This is an optimization exercise on Yosys and OpenROAD, whose aim is small area, not a production implementation.
Only simulation tests tie the RTL to the original design; equivalence was not proved.
Power figures rest on the tool's default switching activity, not on a simulated workload. The clock port is modelled as an ideal driver; clocking choices that lean on that would not hold on a real chip.

job 2037:
==> flow/design.v <==
package sram_pkg;
   localparam int unsigned LANE_W = 16;
   localparam int unsigned LANES  = 8;
   localparam int unsigned DEPTH  = 16;
   localparam int unsigned W      = LANES * LANE_W;
   localparam int unsigned ADDR_W = 4;
   localparam int unsigned CNT_W  = 5;
endpackage
module sram_aoi222 (
   input  logic a0, b0, a1, b1, a2, b2,
   output logic y
);
   assign y = ~((a0 & b0) | (a1 & b1) | (a2 & b2));
endmodule
module sram_aoi221 (
   input  logic a1, a2, b1, b2, c,
   output logic y
);
   assign y = ~((a1 & a2) | (b1 & b2) | c);
endmodule
module sram_nand3 (
   input  logic a, b, c,
   output logic y
);
   assign y = ~(a & b & c);
endmodule
module sram_rd_pipe (
   input  logic          clk,
   input  logic          rst,
   input  logic [15:0]   sel_i,       
   input  logic          done_i,      
   input  logic [2047:0] mem_i,       
   output logic          rvalid_o,
   output logic          done_o,
   output logic [127:0]  rdata_o
);
   logic [15:0]  sel;
   logic         hold;
   logic [127:0] rd_next;
   assign sel  = {16{~rst}} & sel_i;
   assign hold = ~rst & ~(|sel_i);
   for (genvar b = 0; b < 128; b++) begin : g_bit
      logic [5:0] t;
      logic       p;
      for (genvar g = 0; g < 5; g++) begin : g_aoi
         sram_aoi222 u_aoi (
            .a0 (sel[3*g]),     .b0 (mem_i[128*(3*g)     + b]),
            .a1 (sel[3*g + 1]), .b1 (mem_i[128*(3*g + 1) + b]),
            .a2 (sel[3*g + 2]), .b2 (mem_i[128*(3*g + 2) + b]),
            .y  (t[g])
         );
      end
      sram_nand3  u_p (.a(t[0]), .b(t[1]), .c(t[2]), .y(p));
      sram_aoi221 u_h (
         .a1 (sel[15]), .a2 (mem_i[128*15 + b]),
         .b1 (hold),    .b2 (rdata_o[b]),
         .c  (p),
         .y  (t[5])
      );
      sram_nand3  u_o (.a(t[3]), .b(t[4]), .c(t[5]), .y(rd_next[b]));
   end
   always_ff @(posedge clk) begin
      rdata_o  <= rd_next;
      rvalid_o <= ~rst & (|sel_i);
      done_o   <= ~rst & done_i;
   end
endmodule
module sram_and2 (
   input  logic a, b,
   output logic y
);
   assign y = a & b;
endmodule
module sram_weight_stream (
   input  logic          clk,
   input  logic          rst,
   input  logic          csb,
   input  logic          wsb,
   input  logic [7:0]    wmask,
   input  logic [127:0]  wdata,
   input  logic [3:0]    waddr,
   input  logic [3:0]    raddr,
   input  logic          burst_start,
   input  logic [3:0]    burst_base,
   input  logic [4:0]    burst_len,
   output logic [127:0]  rdata,
   output logic          rvalid,
   output logic          burst_busy,
   output logic          burst_done
);
   logic [2047:0] mem_q;
   logic          wr_en;
   logic [15:0]   wword;
   assign wr_en = ~csb & ~wsb;
   for (genvar w = 0; w < 16; w++) begin : g_word
      assign wword[w] = wr_en & (waddr == 4'(w));
      for (genvar l = 0; l < 8; l++) begin : g_lane
         logic we;
         sram_and2 u_we (.a(wword[w]), .b(wmask[l]), .y(we));
         always_ff @(posedge clk) begin
            if (we) begin
               mem_q[128*w + 16*l +: 16] <= wdata[16*l +: 16];
            end
         end
      end
   end
   logic       busy_q, burst_q;
   logic [3:0] addr_q;
   logic [4:0] cnt_q;
   logic       last_c, empty_done_c, rd_en;
   assign last_c       = burst_q & (cnt_q == 5'd1);
   assign empty_done_c = ~busy_q & burst_start & (burst_len == 5'd0);
   assign rd_en        = burst_q | (~csb & ~busy_q);
   always_ff @(posedge clk) begin
      if (rst) begin
         busy_q  <= 1'b0;
         burst_q <= 1'b0;
      end else if (!busy_q) begin
         busy_q  <= burst_start & (burst_len != 5'd0);
         burst_q <= burst_start & (burst_len != 5'd0);
      end else if (burst_q) begin
         burst_q <= ~last_c;
      end else if (burst_done) begin
         busy_q  <= 1'b0;
      end
   end
   always_ff @(posedge clk) begin
      if (!busy_q) begin
         addr_q <= burst_base;
         cnt_q  <= burst_len;
      end else begin
         addr_q <= addr_q + 4'd1;
         cnt_q  <= cnt_q - 5'd1;
      end
   end
   logic        rlast_q;
   logic [3:0]  rd_addr;
   logic [15:0] rsel_q;
   assign rd_addr = burst_q ? addr_q : raddr;
   always_ff @(posedge clk) begin
      rlast_q <= ~rst & last_c;
      for (int w = 0; w < 16; w++) begin
         rsel_q[w] <= ~rst & rd_en & (rd_addr == 4'(w));
      end
   end
   sram_rd_pipe u_rd_pipe (
      .clk      (clk),
      .rst      (rst),
      .sel_i    (rsel_q),
      .done_i   (rlast_q | empty_done_c),
      .mem_i    (mem_q),
      .rvalid_o (rvalid),
      .done_o   (burst_done),
      .rdata_o  (rdata)
   );
   assign burst_busy = busy_q;
endmodule
module weight_sram_top (
   input  logic          clk,
   input  logic          rst,
   input  logic          csb,
   input  logic          wsb,
   input  logic [7:0]    wmask,
   input  logic [127:0]  wdata,
   input  logic [3:0]    waddr,
   input  logic [3:0]    raddr,
   input  logic          burst_start,
   input  logic [3:0]    burst_base,
   input  logic [4:0]    burst_len,
   output logic [127:0]  rdata,
   output logic          rvalid,
   output logic          burst_busy,
   output logic          burst_done
);
   sram_weight_stream u_sram (
      .clk         (clk),
      .rst         (rst),
      .csb         (csb),
      .wsb         (wsb),
      .wmask       (wmask),
      .wdata       (wdata),
      .waddr       (waddr),
      .raddr       (raddr),
      .burst_start (burst_start),
      .burst_base  (burst_base),
      .burst_len   (burst_len),
      .rdata       (rdata),
      .rvalid      (rvalid),
      .burst_busy  (burst_busy),
      .burst_done  (burst_done)
   );
endmodule
==> flow/config.mk <==
export PLATFORM = sky130hd
export DESIGN_NAME = weight_sram_top
export DESIGN_NICKNAME = weight_sram_top
export VERILOG_FILES = /design/flow/design.v
export SDC_FILE = /design/flow/constraint.sdc
export NUM_CORES = 4
export LEC_CHECK = 0
export CAP_MARGIN = 5
export CORE_MARGIN = 2
export CORE_UTILIZATION = 60
export GPL_TIMING_DRIVEN = 0
export PLACE_DENSITY = 0.7
export SLEW_MARGIN = 5
export SYNTH_HIERARCHICAL = 1
==> flow/constraint.sdc <==
create_clock -name core_clock -period 5.0 [get_ports {clk}]
set_input_delay 1.0000 -clock core_clock [delete_from_list [all_inputs] [get_ports {clk}]]
set_output_delay 1.0000 -clock core_clock [all_outputs]
set_load 0.01 [all_outputs]
standard.sh (not shown) runs the stock make flow with config.mk's settings and CLKGATE_MAP_FILE= SYNTH_SCRIPT=/design/flow/synth_recipe.tcl, a recipe that flattens the netlist after the stock synthesis.
==> flow/flow/run.sh <==
#!/bin/bash
# Layout flow: the standard ORFS flow (standard.sh, standard synthesis
# unchanged) with three changes to how the layout is made:
#  - before floorplan, each combinational cell is sized down to the smallest
#    cell of its family (flow/downsize.tcl); the flow's own repair sizes cells
#    back up where timing, slew or capacitance need it,
#  - port buffers are sky130_fd_sc_hd__buf_1 (buffer_ports otherwise picks a
#    delay cell),
#  - clock tree synthesis inserts no dummy loads and clusters up to 30 sinks
#    within 80 um per leaf buffer.
# The full output of the flow goes to flow_run.log in the work folder; ORFS
# keeps each step's own log under orfs/logs/.
set -euo pipefail
here="$(cd "$(dirname "${BASH_SOURCE[0]}")" && pwd)"
export PRE_FLOORPLAN_TCL="$here/downsize.tcl"
export BUFFER_PORTS_ARGS="-buffer_cell sky130_fd_sc_hd__buf_1"
export CTS_ARGS="-sink_clustering_enable -repair_clock_nets -dont_use_dummy_load -sink_clustering_size 30 -sink_clustering_max_diameter 80"
bash standard.sh finish > flow_run.log 2>&1
==> flow/flow/downsize.tcl <==
# Size each combinational cell down to the smallest-area cell of its family
# (same sky130 base name, other drive strength). Timing repair later in the
# flow sizes cells back up where a path or a slew needs it.
proc my_downsize {} {
  set swapped 0
  set saved 0.0
  foreach inst [get_cells *] {
    set m [get_property $inst ref_name]
    if {![regexp {^(sky130_fd_sc_hd__[a-z0-9]+)_[0-9]+$} $m -> base]} { continue }
    # Registers keep their cells; so do clock, delay, tie and physical cells.
    if {[regexp {__(e?s?df|s?edf|dl|dfb|dfr|dfs|sdf)} $base]} { continue }
    if {[regexp {(fill|tap|decap|conb|diode|dly|clk)} $base]} { continue }
    set lc [get_lib_cells */$m]
    set best $m
    set best_area [get_property $lc area]
    foreach c [get_lib_cells */${base}_*] {
      set n [get_property $c name]
      if {![regexp "^${base}_\[0-9\]+\$" $n]} { continue }
      if {[get_property $c dont_use]} { continue }
      set a [get_property $c area]
      if {$a < $best_area} { set best $n; set best_area $a }
    }
    if {$best ne $m} {
      set saved [expr {$saved + [get_property $lc area] - $best_area}]
      replace_cell $inst $best
      incr swapped
    }
  }
  puts "my_downsize: resized $swapped cells down, [format %.1f $saved] um2 less"
}
my_downsize
Setup changes, job 2037 to job 4816
- a change of CAP_MARGIN from 5 to 20
- a change of SLEW_MARGIN from 5 to 20
- a deleted GPL_TIMING_DRIVEN that had been 0
-- flow/flow/run.sh --
<<< job 2037, line 4
#  - before floorplan, each combinational cell is sized down to the smallest
#    cell of its family (flow/downsize.tcl); the flow's own repair sizes cells
#    back up where timing, slew or capacitance need it,
#  - port buffers are sky130_fd_sc_hd__buf_1 (buffer_ports otherwise picks a
#    delay cell),
>>> job 4816, line 4
#  - before floorplan, each combinational cell is sized down to the smallest
#    cell of its family (flow/downsize.tcl); the flow's own repair sizes cells
#    back up where timing, slew or capacitance need it; cells that drive 12 or
#    more pins get the _2 size,
#  - port buffers are sky130_fd_sc_hd__buf_1 (buffer_ports otherwise picks a
#    delay cell),
-- flow/flow/downsize.tcl --
<<< job 2037, line 29
  puts "my_downsize: resized $swapped cells down, [format %.1f $saved] um2 less"
}
my_downsize
>>> job 4816, line 29
  puts "my_downsize: resized $swapped cells down, [format %.1f $saved] um2 less"
}

# A cell that drives 12 or more pins gets its family's _2 size: the enable of
# a word lane drives 16 flip-flop enable pins spread over the lane, which the
# _1 size can only drive through an added buffer.
proc my_upsize_fanout {} {
  set n 0
  foreach inst [get_cells *] {
    set m [get_property $inst ref_name]
    if {![regexp {^(sky130_fd_sc_hd__[a-z0-9]+)_1$} $m -> base]} { continue }
    if {[regexp {__(e?s?df|s?edf|dl|dfb|dfr|dfs|sdf)} $base]} { continue }
    if {[regexp {(fill|tap|decap|conb|diode|dly|clk|buf)} $base]} { continue }
    if {[llength [get_lib_cells */${base}_2]] == 0} { continue }
    foreach pin [get_pins -of_objects $inst -filter "direction == output"] {
      set net [get_nets -of_objects $pin]
      if {$net eq ""} { continue }
      set loads [llength [get_pins -of_objects $net -filter "direction == input"]]
      if {$loads >= 12} {
        replace_cell $inst ${base}_2
        incr n
        break
      }
    }
  }
  puts "my_upsize_fanout: resized $n cells up"
}

my_downsize
my_upsize_fanout
--- outcome ---
Of job 4816 and job 2037, the higher worst-margin pin slew belongs to job 2037. Job 4816 does better than job 2037 on worst slack at placement. Job 4816 and job 2037 ended up with roughly the same global routing met1 resource utilization. Looking at worst-case reg-to-reg path depth, job 4816 sits 2 below job 2037. Compared with job 2037, in job 4816 worst hold margin dropped 20 ps; met3 track utilization from global routing dropped 1.1 points. For job 2037, the master of the slowest instance on the critical path was buf_1, unlike job 4816, where it was nor2b_4.
Edits applied to the flow inputs when going from job 4816 to job 1624:
-- flow/flow/run.sh --
<<< job 4816, line 4
#  - before floorplan, each combinational cell is sized down to the smallest
#    cell of its family (flow/downsize.tcl); the flow's own repair sizes cells
#    back up where timing, slew or capacitance need it; cells that drive 12 or
#    more pins get the _2 size,
#  - port buffers are sky130_fd_sc_hd__buf_1 (buffer_ports otherwise picks a
>>> job 1624, line 4
#  - before floorplan, each combinational cell is sized down to the smallest
#    cell of its family (flow/downsize.tcl); the flow's own repair sizes cells
#    back up where timing, slew or capacitance need it; cells that drive 8 or
#    more pins get the _2 size,
#  - port buffers are sky130_fd_sc_hd__buf_1 (buffer_ports otherwise picks a
-- flow/flow/downsize.tcl --
<<< job 4816, line 30
}

# A cell that drives 12 or more pins gets its family's _2 size: the enable of
# a word lane drives 16 flip-flop enable pins spread over the lane, which the
# _1 size can only drive through an added buffer.
>>> job 1624, line 30
}

# A cell that drives 8 or more pins gets its family's _2 size: the enable of
# a word lane drives 16 flip-flop enable pins spread over the lane, which the
# _1 size can only drive through an added buffer.
<<< job 4816, line 45
      if {$net eq ""} { continue }
      set loads [llength [get_pins -of_objects $net -filter "direction == input"]]
      if {$loads >= 12} {
        replace_cell $inst ${base}_2
        incr n
>>> job 1624, line 45
      if {$net eq ""} { continue }
      set loads [llength [get_pins -of_objects $net -filter "direction == input"]]
      if {$loads >= 8} {
        replace_cell $inst ${base}_2
        incr n
Job 4816 | status: complete | timing, DRC, antenna: pass. The final layout from job 1624, which completed every stage, passed the timing, DRC and antenna checks at the end of the flow. Job 4816 -> job 1624: proportion of cell area occupied by registers flat. Switching share of power (higher): job 4816. | cell-internal power | job 1624 vs job 4816 | ≈ equal |. Against job 4816, job 1624 comes in 0.77 points lower on global-route met2 utilization. Job 1624 ends up with lower routed wire length than job 4816 does. Looking at critical path depth, job 1624 sits 1 below job 4816. Job 1624: final worst setup slack lower than job 4816.
> inputs changed (job 1624 -> job 3951)
- CORE_UTILIZATION: 60 -> 65
- PLACE_DENSITY: 0.7 -> 0.75
- SLEW_MARGIN: 20 -> 5
- CAP_MARGIN: 20 -> 5
-- flow/flow/run.sh --
<<< job 1624, line 4
#  - before floorplan, each combinational cell is sized down to the smallest
#    cell of its family (flow/downsize.tcl); the flow's own repair sizes cells
#    back up where timing, slew or capacitance need it; cells that drive 8 or
#    more pins get the _2 size,
#  - port buffers are sky130_fd_sc_hd__buf_1 (buffer_ports otherwise picks a
#    delay cell),
>>> job 3951, line 4
#  - before floorplan, each combinational cell is sized down to the smallest
#    cell of its family (flow/downsize.tcl); the flow's own repair sizes cells
#    back up where timing, slew or capacitance need it,
#  - port buffers are sky130_fd_sc_hd__buf_1 (buffer_ports otherwise picks a
#    delay cell),
-- flow/flow/downsize.tcl --
<<< job 1624, line 29
  puts "my_downsize: resized $swapped cells down, [format %.1f $saved] um2 less"
}

# A cell that drives 8 or more pins gets its family's _2 size: the enable of
# a word lane drives 16 flip-flop enable pins spread over the lane, which the
# _1 size can only drive through an added buffer.
proc my_upsize_fanout {} {
  set n 0
  foreach inst [get_cells *] {
    set m [get_property $inst ref_name]
    if {![regexp {^(sky130_fd_sc_hd__[a-z0-9]+)_1$} $m -> base]} { continue }
    if {[regexp {__(e?s?df|s?edf|dl|dfb|dfr|dfs|sdf)} $base]} { continue }
    if {[regexp {(fill|tap|decap|conb|diode|dly|clk|buf)} $base]} { continue }
    if {[llength [get_lib_cells */${base}_2]] == 0} { continue }
    foreach pin [get_pins -of_objects $inst -filter "direction == output"] {
      set net [get_nets -of_objects $pin]
      if {$net eq ""} { continue }
      set loads [llength [get_pins -of_objects $net -filter "direction == input"]]
      if {$loads >= 8} {
        replace_cell $inst ${base}_2
        incr n
        break
      }
    }
  }
  puts "my_upsize_fanout: resized $n cells up"
}

my_downsize
my_upsize_fanout
>>> job 3951, line 29
  puts "my_downsize: resized $swapped cells down, [format %.1f $saved] um2 less"
}
my_downsize
--- outcome ---
- The total length of routed wires of job 3951 exceeds that of job 1624 by 6300 um.
- Job 3951 ends up with lower worst hold slack than job 1624 does.
- From job 1624 to job 3951 the numbers moved as follows: number of antenna violations at the first check in global routing climbed 6.3%, part of the total power dissipated in the clock network dropped 0.3 points.
- Re via count: job 1624 was lower than job 3951.
- Re minimum setup slack after placement: job 1624 was higher than job 3951.
What job 8419 does differently from job 3951 at the input level:
- a change of CAP_MARGIN from 5 to 20
- a change of CORE_UTILIZATION from 65 to 60
- a change of PLACE_DENSITY from 0.75 to 0.7
- a change of SLEW_MARGIN from 5 to 20
==> flow/flow/run.sh <==
#!/bin/bash
# Layout flow: the standard ORFS flow (standard.sh, standard synthesis
# unchanged) with three changes to how the layout is made:
#  - before floorplan, each combinational cell is sized down to the smallest
#    cell of its family (flow/downsize.tcl); the flow's own repair sizes cells
#    back up where timing, slew or capacitance need it,
#  - port buffers are sky130_fd_sc_hd__buf_1 (buffer_ports otherwise picks a
#    delay cell),
#  - clock tree synthesis inserts no dummy loads and clusters up to 34 sinks
#    within 70 um per leaf buffer.
# The full output of the flow goes to flow_run.log in the work folder; ORFS
# keeps each step's own log under orfs/logs/.
set -euo pipefail
here="$(cd "$(dirname "${BASH_SOURCE[0]}")" && pwd)"
export PRE_FLOORPLAN_TCL="$here/downsize.tcl"
export BUFFER_PORTS_ARGS="-buffer_cell sky130_fd_sc_hd__buf_1"
export CTS_ARGS="-sink_clustering_enable -repair_clock_nets -dont_use_dummy_load -sink_clustering_size 34 -sink_clustering_max_diameter 70"
bash standard.sh finish > flow_run.log 2>&1
- Job 8419 closes out successfully: all stages finished, all timing, DRC and antenna checks passed.
- The met2 usage in job 8419 sits 5.8 points below the value recorded for job 3951.
- The estimated power of job 8419 ends up higher than the estimate for job 3951.
- Proportion of total power due to net switching: higher on job 3951
- The run showing the smaller met2 wire length is job 8419.
- [compare] base=job 3951 new=job 8419: die height increased by 4.0% relative to the old numbers; die footprint increased by 0.0097 mm2 relative to the old numbers; time the worst path needs with I/O delays and setup lower; fmax went up about 8%.
- Lower share of power burned in combinational logic goes to job 8419 over job 3951.
### job 8419 -> job 758
==> flow/flow/run.sh <==
#!/bin/bash
# Layout flow: the standard ORFS flow (standard.sh, standard synthesis
# unchanged) with three changes to how the layout is made:
#  - before floorplan, each combinational cell is sized down to the smallest
#    cell of its family (flow/downsize.tcl); the flow's own repair sizes cells
#    back up where timing, slew or capacitance need it,
#  - port buffers are sky130_fd_sc_hd__buf_1 (buffer_ports otherwise picks a
#    delay cell),
#  - clock tree synthesis inserts no dummy loads and clusters up to 30 sinks
#    within 80 um per leaf buffer.
# The full output of the flow goes to flow_run.log in the work folder; ORFS
# keeps each step's own log under orfs/logs/.
set -euo pipefail
here="$(cd "$(dirname "${BASH_SOURCE[0]}")" && pwd)"
export PRE_FLOORPLAN_TCL="$here/downsize.tcl"
export BUFFER_PORTS_ARGS="-buffer_cell sky130_fd_sc_hd__buf_1"
export CTS_ARGS="-sink_clustering_enable -repair_clock_nets -dont_use_dummy_load -sink_clustering_size 30 -sink_clustering_max_diameter 80"
bash standard.sh finish > flow_run.log 2>&1
Antenna diode count was lower in the run labelled job 8419. On worst-case vdd ir drop, job 758 does worse than job 8419. On first-pass GRT wire length, job 758 and job 8419 are basically level. Taking job 8419 as the reference, in job 758 global-route usage level, combined area of the multi-input logic cells level. Per the comparison of job 758 with job 8419, non-clock buffer count closely matched the old numbers; hold slack increased by 54 ps relative to the old numbers; total power decreased by 0.87 mW relative to the old numbers; final critical delay including setup and external delays increased by 13 ps relative to the old numbers.

## afterwards: timing with drivers on the ports
The results above use ideal ports. As a check the final layouts listed here were re-extracted and re-timed, cells and wires unchanged.
Step 1, drivers: a clkbuf_16 drives clk and a buf_2 each remaining input, both assumed.
Step 2 times the ports against the registers' clock, not the clock port: input delays grow and output delays shrink by t, the midpoint of the rising clock arrivals with the driver on.
Slacks: ideal / step 1 / step 2; pairs: ideal / step 1.
run	shift t [ns]	slack for setup (ns)	pins driven straight from the clock port
job 2037	0.768	0.861 / 0.908 / 0.141	1
job 4816	0.758	1.957 / 2.008 / 1.249	1
job 1624	0.750	1.875 / 1.932 / 1.181	1
job 3951	0.759	1.728 / 1.784 / 1.025	1
job 8419	0.788	1.979 / 2.034 / 1.245	1
job 758	0.778	1.966 / 2.020 / 1.241	1
After both steps every run listed still meets setup and hold. For job 8419, which loses most, drivers alone change the setup slack by +0.055 ns; drivers and shift together by -0.734 ns.
